Background: an optimization exercise with open tools, aiming at small area, a short achievable clock period and few clock cycles. Do not read the settings as production practice.
The RTL was checked by simulation tests, not by an equivalence proof against the original design.
Power and IR drop assume default switching activity.

## config.mk

```make
export PLATFORM = sky130hd
export DESIGN_NAME = multicycle_datapath
export DESIGN_NICKNAME = multicycle_datapath
export VERILOG_FILES = /design/flow/design.v
export SDC_FILE = /design/flow/constraint.sdc
export NUM_CORES = 4
export LEC_CHECK = 0
export CAP_MARGIN = 20
export CORE_MARGIN = 2
export CORE_UTILIZATION = 25
export PLACE_DENSITY = 0.35
export SLEW_MARGIN = 20
```

## constraint.sdc

```tcl
create_clock -name core_clock -period 8.0 [get_ports {clk}]
set_input_delay 1.6000 -clock core_clock [delete_from_list [all_inputs] [get_ports {clk}]]
set_output_delay 1.6000 -clock core_clock [all_outputs]
set_load 0.01 [all_outputs]
```

## design.v

```verilog
package riscv_pkg;
    localparam logic [6:0] OP_R      = 7'b0110011;
    localparam logic [6:0] OP_I      = 7'b0010011;
    localparam logic [6:0] OP_LOAD   = 7'b0000011;
    localparam logic [6:0] OP_STORE  = 7'b0100011;
    localparam logic [6:0] OP_BRANCH = 7'b1100011;
    localparam logic [6:0] OP_SYSTEM = 7'b1110011;
    localparam logic [2:0] F3_ADD  = 3'b000;
    localparam logic [2:0] F3_SLT  = 3'b010;
    localparam logic [2:0] F3_OR   = 3'b110;
    localparam logic [2:0] F3_AND  = 3'b111;
    localparam logic [2:0] F3_BEQ  = 3'b000;
    localparam logic [2:0] F3_WORD = 3'b010;
    localparam logic [6:0] F7_BASE = 7'b0000000;
    localparam logic [6:0] F7_SUB  = 7'b0100000;
    localparam logic [2:0] FETCH  = 3'd0;
    localparam logic [2:0] DECODE = 3'd1;
    localparam logic [2:0] EXEC   = 3'd2;
    localparam logic [2:0] MEM    = 3'd3;
    localparam logic [2:0] WB     = 3'd4;
    localparam logic [2:0] HALT   = 3'd5;
    localparam logic [2:0] ALU_ADD = 3'd0;
    localparam logic [2:0] ALU_SUB = 3'd1;
    localparam logic [2:0] ALU_AND = 3'd2;
    localparam logic [2:0] ALU_OR  = 3'd3;
    localparam logic [2:0] ALU_SLT = 3'd4;
endpackage
import riscv_pkg::*;
module datapath_alu #(
    parameter int XLEN = 32
) (
    input  logic [2:0]      op_i,
    input  logic [XLEN-1:0] a_i,
    input  logic [XLEN-1:0] b_i,
    output logic [XLEN-1:0] y_o,
    output logic            zero_o
);
    logic lt;
    assign lt     = $signed(a_i) < $signed(b_i);
    assign y_o    = op_i == ALU_SUB ? a_i - b_i :
                    op_i == ALU_AND ? a_i & b_i :
                    op_i == ALU_OR  ? a_i | b_i :
                    op_i == ALU_SLT ? {{(XLEN-1){1'b0}}, lt} :
                                      a_i + b_i;
    assign zero_o = y_o == '0;
endmodule
import riscv_pkg::*;
module multicycle_datapath #(
    parameter int              XLEN     = 32,
    parameter int              NREG     = 32,
    parameter logic [XLEN-1:0] RESET_PC = '0
) (
    input  logic            clk,
    input  logic            reset,
    output logic            mem_req,
    output logic            mem_we,
    output logic [XLEN-1:0] mem_addr,
    output logic [XLEN-1:0] mem_wdata,
    input  logic            mem_ready,
    input  logic [XLEN-1:0] mem_rdata,
    output logic [XLEN-1:0] pc_out,
    output logic            retire,
    output logic            halted,
    output logic            illegal
);
    function automatic logic [2:0] alu_op_of(input logic [6:0] opc, input logic [2:0] f3,
                                             input logic [6:0] f7);
        if (opc == OP_BRANCH || (opc == OP_R && f7 == F7_SUB)) alu_op_of = ALU_SUB;
        else if (opc != OP_R && opc != OP_I)                   alu_op_of = ALU_ADD;
        else if (f3 == F3_AND)                                 alu_op_of = ALU_AND;
        else if (f3 == F3_OR)                                  alu_op_of = ALU_OR;
        else if (f3 == F3_SLT)                                 alu_op_of = ALU_SLT;
        else                                                   alu_op_of = ALU_ADD;
    endfunction
    function automatic logic is_legal(input logic [6:0] opc, input logic [2:0] f3,
                                      input logic [6:0] f7);
        case (opc)
            OP_R:              is_legal = (f3 == F3_ADD && (f7 == F7_BASE || f7 == F7_SUB)) ||
                                          (f7 == F7_BASE && (f3 == F3_SLT || f3 == F3_OR || f3 == F3_AND));
            OP_I:              is_legal = f3 == F3_ADD || f3 == F3_OR || f3 == F3_AND;
            OP_LOAD, OP_STORE: is_legal = f3 == F3_WORD;
            OP_BRANCH:         is_legal = f3 == F3_BEQ;
            OP_SYSTEM:         is_legal = 1'b1;
            default:           is_legal = 1'b0;
        endcase
    endfunction
    localparam int RW = $clog2(NREG);
    logic [2:0]      state_q, state_d;
    logic [XLEN-1:0] pc_q, pc_d, a_q, a_d, b_q, b_d, imm_q, imm_d;
    logic [XLEN-1:0] alu_q, alu_d, mdr_q, mdr_d;
    logic [31:0]     ir_q, ir_d;
    logic            illegal_q, illegal_d, started_q;
    logic [XLEN-1:0] regs_q [NREG];
    logic [6:0]      opc, f7;
    logic [4:0]      rd, rs1, rs2;
    logic [2:0]      f3;
    logic [XLEN-1:0] imm_i, imm_s, imm_b, rd_a, rd_b, alu_b, alu_y, pc_plus4;
    logic            alu_zero, legal, misaligned;
    logic [2:0]      alu_op;
    assign opc = ir_q[6:0];
    assign rd  = ir_q[11:7];
    assign f3  = ir_q[14:12];
    assign rs1 = ir_q[19:15];
    assign rs2 = ir_q[24:20];
    assign f7  = ir_q[31:25];
    assign imm_i = {{(XLEN-12){ir_q[31]}}, ir_q[31:20]};
    assign imm_s = {{(XLEN-12){ir_q[31]}}, ir_q[31:25], ir_q[11:7]};
    assign imm_b = {{(XLEN-13){ir_q[31]}}, ir_q[31], ir_q[7], ir_q[30:25], ir_q[11:8], 1'b0};
    assign rd_a       = rs1 == '0 ? '0 : regs_q[rs1[RW-1:0]];
    assign rd_b       = rs2 == '0 ? '0 : regs_q[rs2[RW-1:0]];
    assign legal      = is_legal(opc, f3, f7);
    assign alu_op     = alu_op_of(opc, f3, f7);
    assign alu_b      = (opc == OP_R || opc == OP_BRANCH) ? b_q : imm_q;
    assign misaligned = alu_y[1:0] != 2'b00;
    assign pc_plus4   = pc_q + XLEN'(4);
    datapath_alu #(.XLEN(XLEN)) u_alu (
        .op_i   (alu_op),
        .a_i    (a_q),
        .b_i    (alu_b),
        .y_o    (alu_y),
        .zero_o (alu_zero)
    );
    assign pc_out  = pc_q;
    assign halted  = state_q == HALT;
    assign illegal = illegal_q;
    always_comb begin
        state_d   = state_q;
        pc_d      = pc_q;
        ir_d      = ir_q;
        a_d       = a_q;
        b_d       = b_q;
        imm_d     = imm_q;
        alu_d     = alu_q;
        mdr_d     = mdr_q;
        illegal_d = illegal_q;
        mem_req   = 1'b0;
        mem_we    = 1'b0;
        mem_addr  = pc_q;
        mem_wdata = b_q;
        retire    = 1'b0;
        case (state_q)
            FETCH: begin
                mem_req = started_q;
                if (started_q && mem_ready) begin
                    ir_d    = mem_rdata[31:0];
                    state_d = DECODE;
                end
            end
            DECODE: begin
                a_d       = rd_a;
                b_d       = rd_b;
                imm_d     = opc == OP_STORE ? imm_s : opc == OP_BRANCH ? imm_b : imm_i;
                illegal_d = !legal;
                state_d   = legal ? EXEC : HALT;
            end
            EXEC: begin
                alu_d = alu_y;
                if (opc == OP_BRANCH) begin
                    pc_d    = alu_zero ? pc_q + imm_q : pc_plus4;
                    retire  = 1'b1;
                    state_d = FETCH;
                end else if (opc == OP_SYSTEM) begin
                    state_d = HALT;
                end else if (opc == OP_LOAD || opc == OP_STORE) begin
                    illegal_d = misaligned;
                    state_d   = misaligned ? HALT : MEM;
                end else begin
                    state_d = WB;
                end
            end
            MEM: begin
                mem_req  = 1'b1;
                mem_we   = opc == OP_STORE;
                mem_addr = alu_q;
                if (mem_ready) begin
                    mdr_d   = mem_rdata;
                    retire  = opc == OP_STORE;
                    pc_d    = opc == OP_STORE ? pc_plus4 : pc_q;
                    state_d = opc == OP_STORE ? FETCH : WB;
                end
            end
            WB: begin
                pc_d    = pc_plus4;
                retire  = 1'b1;
                state_d = FETCH;
            end
            HALT: state_d = HALT;
            default: state_d = HALT;
        endcase
    end
    always_ff @(posedge clk or negedge reset) begin
        if (!reset) begin
            state_q   <= FETCH;
            pc_q      <= RESET_PC;
            ir_q      <= '0;
            a_q       <= '0;
            b_q       <= '0;
            imm_q     <= '0;
            alu_q     <= '0;
            mdr_q     <= '0;
            illegal_q <= 1'b0;
            started_q <= 1'b0;
        end else begin
            state_q   <= state_d;
            pc_q      <= pc_d;
            ir_q      <= ir_d;
            a_q       <= a_d;
            b_q       <= b_d;
            imm_q     <= imm_d;
            alu_q     <= alu_d;
            mdr_q     <= mdr_d;
            illegal_q <= illegal_d;
            started_q <= 1'b1;
        end
    end
    always_ff @(posedge clk or negedge reset) begin
        if (!reset) begin
            for (int i = 0; i < NREG; i++) regs_q[i] <= '0;
        end else if (state_q == WB && rd != '0) begin
            regs_q[rd[RW-1:0]] <= opc == OP_LOAD ? mdr_q : alu_q;
        end
    end
endmodule
```

## run.sh

```bash
#!/bin/bash
# synth_recipe.tcl (not shown) runs the flow's synth.tcl, then flattens the netlist and writes it again
# the make line also repeats each setting of config.mk as NAME=value (left out here)
make -C /OpenROAD-flow-scripts/flow DESIGN_CONFIG=/design/flow/config.mk WORK_HOME=/design/flow/orfs CLKGATE_MAP_FILE= SYNTH_SCRIPT=/design/flow/synth_recipe.tcl finish
```

==> run summary <==
- Synth area leaders: dfrtp_1, o21ai_0, nand2_1, a22oi_1, a21oi_1
- Synth top area share: 47.8%
- Main flop type after synthesis: dfrtp_1
- Sequential Power Share: 32.1%
- Slowest-stage cell, CP: and3_2
- Slew HR: 10.7%
- Clock power share: 32.6%
- Final core occ: 29.6%
- # fillers: 26400
- Number of flops mapped to enable cells by yosys: 0
- Routed len/inst: 37.3 microns
- Starting Density: 25.1%
- Post-route DRC: 0
- Die span in x: 506 microns
- Worst setup EP type: flip-flop
- Vias: 61200
- Largest stage delay, worst path: 770 ps
- CP Data Required Time: 8730 ps
- Post-CTS Setup Inserts: 0
- Antenna Nets Post-Route: 0
- Pin count of the biggest net entering global routing: 150
- Die Y: 506 microns
- Initial antenna violation count: 36
- Final WL: 387 mm
- Initial DRC Count: 8526
- Place WS: 614 ps
- Clk sink count: 1202
- Setup violators final: 0
- Crit start category: flip-flop
- Setup ws final: 643 ps
- Total CTS buffers: 153
- Clock root cell: clkbuf_16
- Outcome: finished clean
- FF+latch count, synth: 1202
- Boundary Pins: 136
- RSZ-0062 raised after global routing: false
- Share of post-route cells with drive strength above 1: 10.6%
- GRT Max-Usage Layer: met2
- Cell Rows: 184
- Area leader, netlist: dfrtp_1
- Family with the most delay on the worst path: simple AND/OR/NAND/NOR gates
- Area Growth Syn to Fin: 18.1%
- Grt ovf: 0
- LEAKAGE: 30.9 nW
- Fin area: 74300 sq um
- Syn avg cell area: 8.99 sq um
- FMAX: 136 MHz
- Met2 Usage GRT: 45.6%
- Worst Setup Path Type: flip-flop to flip-flop
- Initial DRT Pass Iterations: 9
- Internal Power: 13.3 mW
- Clk Latency, worst-skew pair: 850 ps
- Cts repair resizes: 0
- First-pass GRT wire length: 524 mm
- Clock buffer depth: 3
- Nets: 7060
- I/O Buffers: 135
- Placed Area: 69000 sq um
- Synthesized cell area: 62900 sq um
- TritonCTS clock tree: built
- Max cap viols: 0
- Post-synthesis sequential area ratio: 47.8%
- Mapped Cells: 7002
- Net Sw Frac: 40.8%
- Gpl congestion: 0.931
- Grt met3 use: 6.31%
- Vias in the first global route: 57800
- Final hold vios: 0
- GR Util All Layers: 29.4%
- Post-DP HPWL: 239 mm
- Core area: 251000 sq um
- Period utilization: 92.0%
- Die Footprint: 256000 sq um
- Crit-path cells: and4bb_1 -> and3_2 -> buf_4 -> a21o_1 -> inv_1 -> ha_1 -> nand3_1 -> nor4_1 -> o211ai_1 -> nand3_1 -> a311oi_1 -> mux2_2 -> a211oi_1 -> nand4_1 -> nor4_1 -> nand4_1 -> buf_4 -> nor4_4 -> buf_12 -> mux2_2 -> o22a_1
- Maximum VDD drop: 0.000170 V
- Final min period: 7360 ps
- PwrDens: 301 nW/um^2
- Syn Nets: 7172
- Setup Skew: 51.4 ps
- Setup_tns: 0 ps
- Worst-Margin Slew: 1330 ps
- HP Class: flip-flop to flip-flop
- Switching pwr: 9.12 mW
- Crit-path max FO: 33
- Hold slack: 501 ps
- Synth cell types: 90
- # hold bufs at CTS: 0
- Reg clk slew, reported paths: 60 ps
- Met1 GRT Util: 39.5%
- DR vias/cell: 5.90
- Ys async rst share: 100%
- Worst Path Arrival: 8090 ps
- Critical path buffer and inverter count: 4
- H-tree levels: 4
- Syn. warnings: 2
- Combinational power share: 35.3%
- Max-slew violations: 0
==> flip-flops by register name (all words and copies together) (netlist names), 3 cells and up <==
| signal | flops |
|---|---|
| b_q | 32 |
| a_q | 32 |
| regs_q | 992 |
| state_q | 3 |
| ir_q | 32 |
| alu_q | 32 |
| mdr_q | 32 |
| pc_q | 32 |
| imm_q | 13 |
==> power groups by stage <==
stage	combinational (mW)	sequential, mW	clock (mW)
floorplan	4.36	6.91	0
global placement	7.73	7.32	0
detailed placement	7.73	7.32	0
CTS	7.75	7.22	7.41
global route	8.41	7.25	7.65
finish	7.90	7.19	7.29
==> kinds of logic (layout without fill, tap and decap cells) <==
family / Yosys count / after routing / share of synthesized area [%]
adders and majority gates: 135 / 135 / 2.72
xor gates and xnor gates: 48 / 48 / 0.668
muxes: 157 / 157 / 2.68
and+or+nand+nor: 2085 / 2085 / 14.5
DFF: 1202 / 1202 / 47.8
other: 1 / 12 / 0.00596
buffers and inverters: 729 / 736 / 4.47
AOI/OAI and AO/OA: 2645 / 2645 / 27.2
==> layout make-up <==
cell class	instances	area [sq um]	share of cell area [%]
Clock inverter	44	614	0.827
Tap cell	3348	4190	5.64
Timing Repair Buffer	346	3160	4.25
Antenna cell	11	27.5	0.0370
Inverter	116	435	0.586
Sequential cell	1202	30100	40.5
Multi-Input combinational cell	5071	31300	42.1
Clock buffer	230	4560	6.14
==> Yosys cell counts (7+ instances only) <==
cell	instances
a21oi_1	603
clkbuf_1	574
nand4_1	165
dfrtp_1	1202
a22o_1	208
o21a_1	16
o31ai_1	46
o21bai_1	21
o22ai_1	14
nor2_1	591
a22oi_1	441
and2_1	8
o2111ai_1	7
a222oi_1	64
and3_1	25
xor2_1	10
or2_2	16
nand3_1	109
o21ai_0	816
o41ai_1	9
ha_1	132
nand3b_1	10
a21o_1	47
buf_1	15
nor2b_1	27
nand2_1	920
nor3_1	102
o211ai_1	19
nor4_1	35
nand2b_1	25
a221oi_1	209
xnor2_1	38
or3_1	16
buf_2	11
mux2i_1	67
buf_4	9
mux2_2	89
inv_1	116
or3b_2	7
a31oi_1	27
a211oi_1	24
==> final timing paths <==
kind / startpoint / endpoint / slack, ps / cells after the start
min: regs_q[1][1] / regs_q[1][1] / 500 / 2
max reg2reg: ir_q[2] / pc_q[4] / 640 / 21
max in group asynchronous: reset / a_q[11] / 5540 / 3
min in group asynchronous: reset / regs_q[3][20] / 640 / 1
max: ir_q[2] / pc_q[4] / 640 / 21
min reg2reg: regs_q[1][1] / regs_q[1][1] / 500 / 2
==> layout by cell type, fill, tap and decap left out, drive strengths merged, types with 64 or more instances in the layout <==
master,Yosys,layout
a21oi,603,603
a221oi,209,209
a222oi,64,64
a22o,208,208
a22oi,441,441
buf,39,211
clkbuf,574,231
clkdlybuf4s50,0,134
dfrtp,1202,1202
ha,132,132
inv,116,123
mux2,90,90
mux2i,67,67
nand2,920,920
nand3,110,110
nand4,165,165
nor2,592,592
nor3,102,102
o21ai,818,818
==> metrics by stage <==
step           std cells  power [mW]
2_1_floorplan       7002        11.3
3_3_place_gp       10100        15.1
3_5_place_dp       10100        15.0
4_1_cts            10400        22.4
5_1_grt            10400        23.3
6_report           10400        22.4
==> tightest hold or removal path, stage by stage, from the launching register on <==
cell and delay, ps:
dfrtp_1 350, nand2_1 50, o21ai_0 60
==> layer usage <==
layer  wire length, microns  share of wire (%)
met5                    248              0.064
met4                  19100                4.9
met3                  31600                8.2
met2                 172000                 44
met1                 164000                 42
Testbench counts, summed over its fixed seeds: cycles 134,303.

==> separate check: timing with driven ports <==
No port has a modelled driver above. Below, the same layout with a new extraction and two added sets of constraints. Step 1: set_driving_cell puts a clkbuf_16 on clk and a buf_2 on each other input, an assumption about the parent block. Step 2 times the ports against the registers' clock, not the clock port: input delays grow and output delays shrink by t, the midpoint of the rising clock arrivals with the driver on. a / b / c = no drivers / after step 1 / after step 2; a / b = the first two.
t (ns): 0.920
setup WS [ns]: 0.643 / 0.643 / 0.643
hold slack, ns: 0.501 / 0.501 / 0.501
worst setup path at the end: register to register
worst slew at a driven data input, ns: 0.10
After both steps this run still meets setup and hold. The setup slack of this run moves by 0.000 ns with the drivers and by 0.000 ns with both steps.
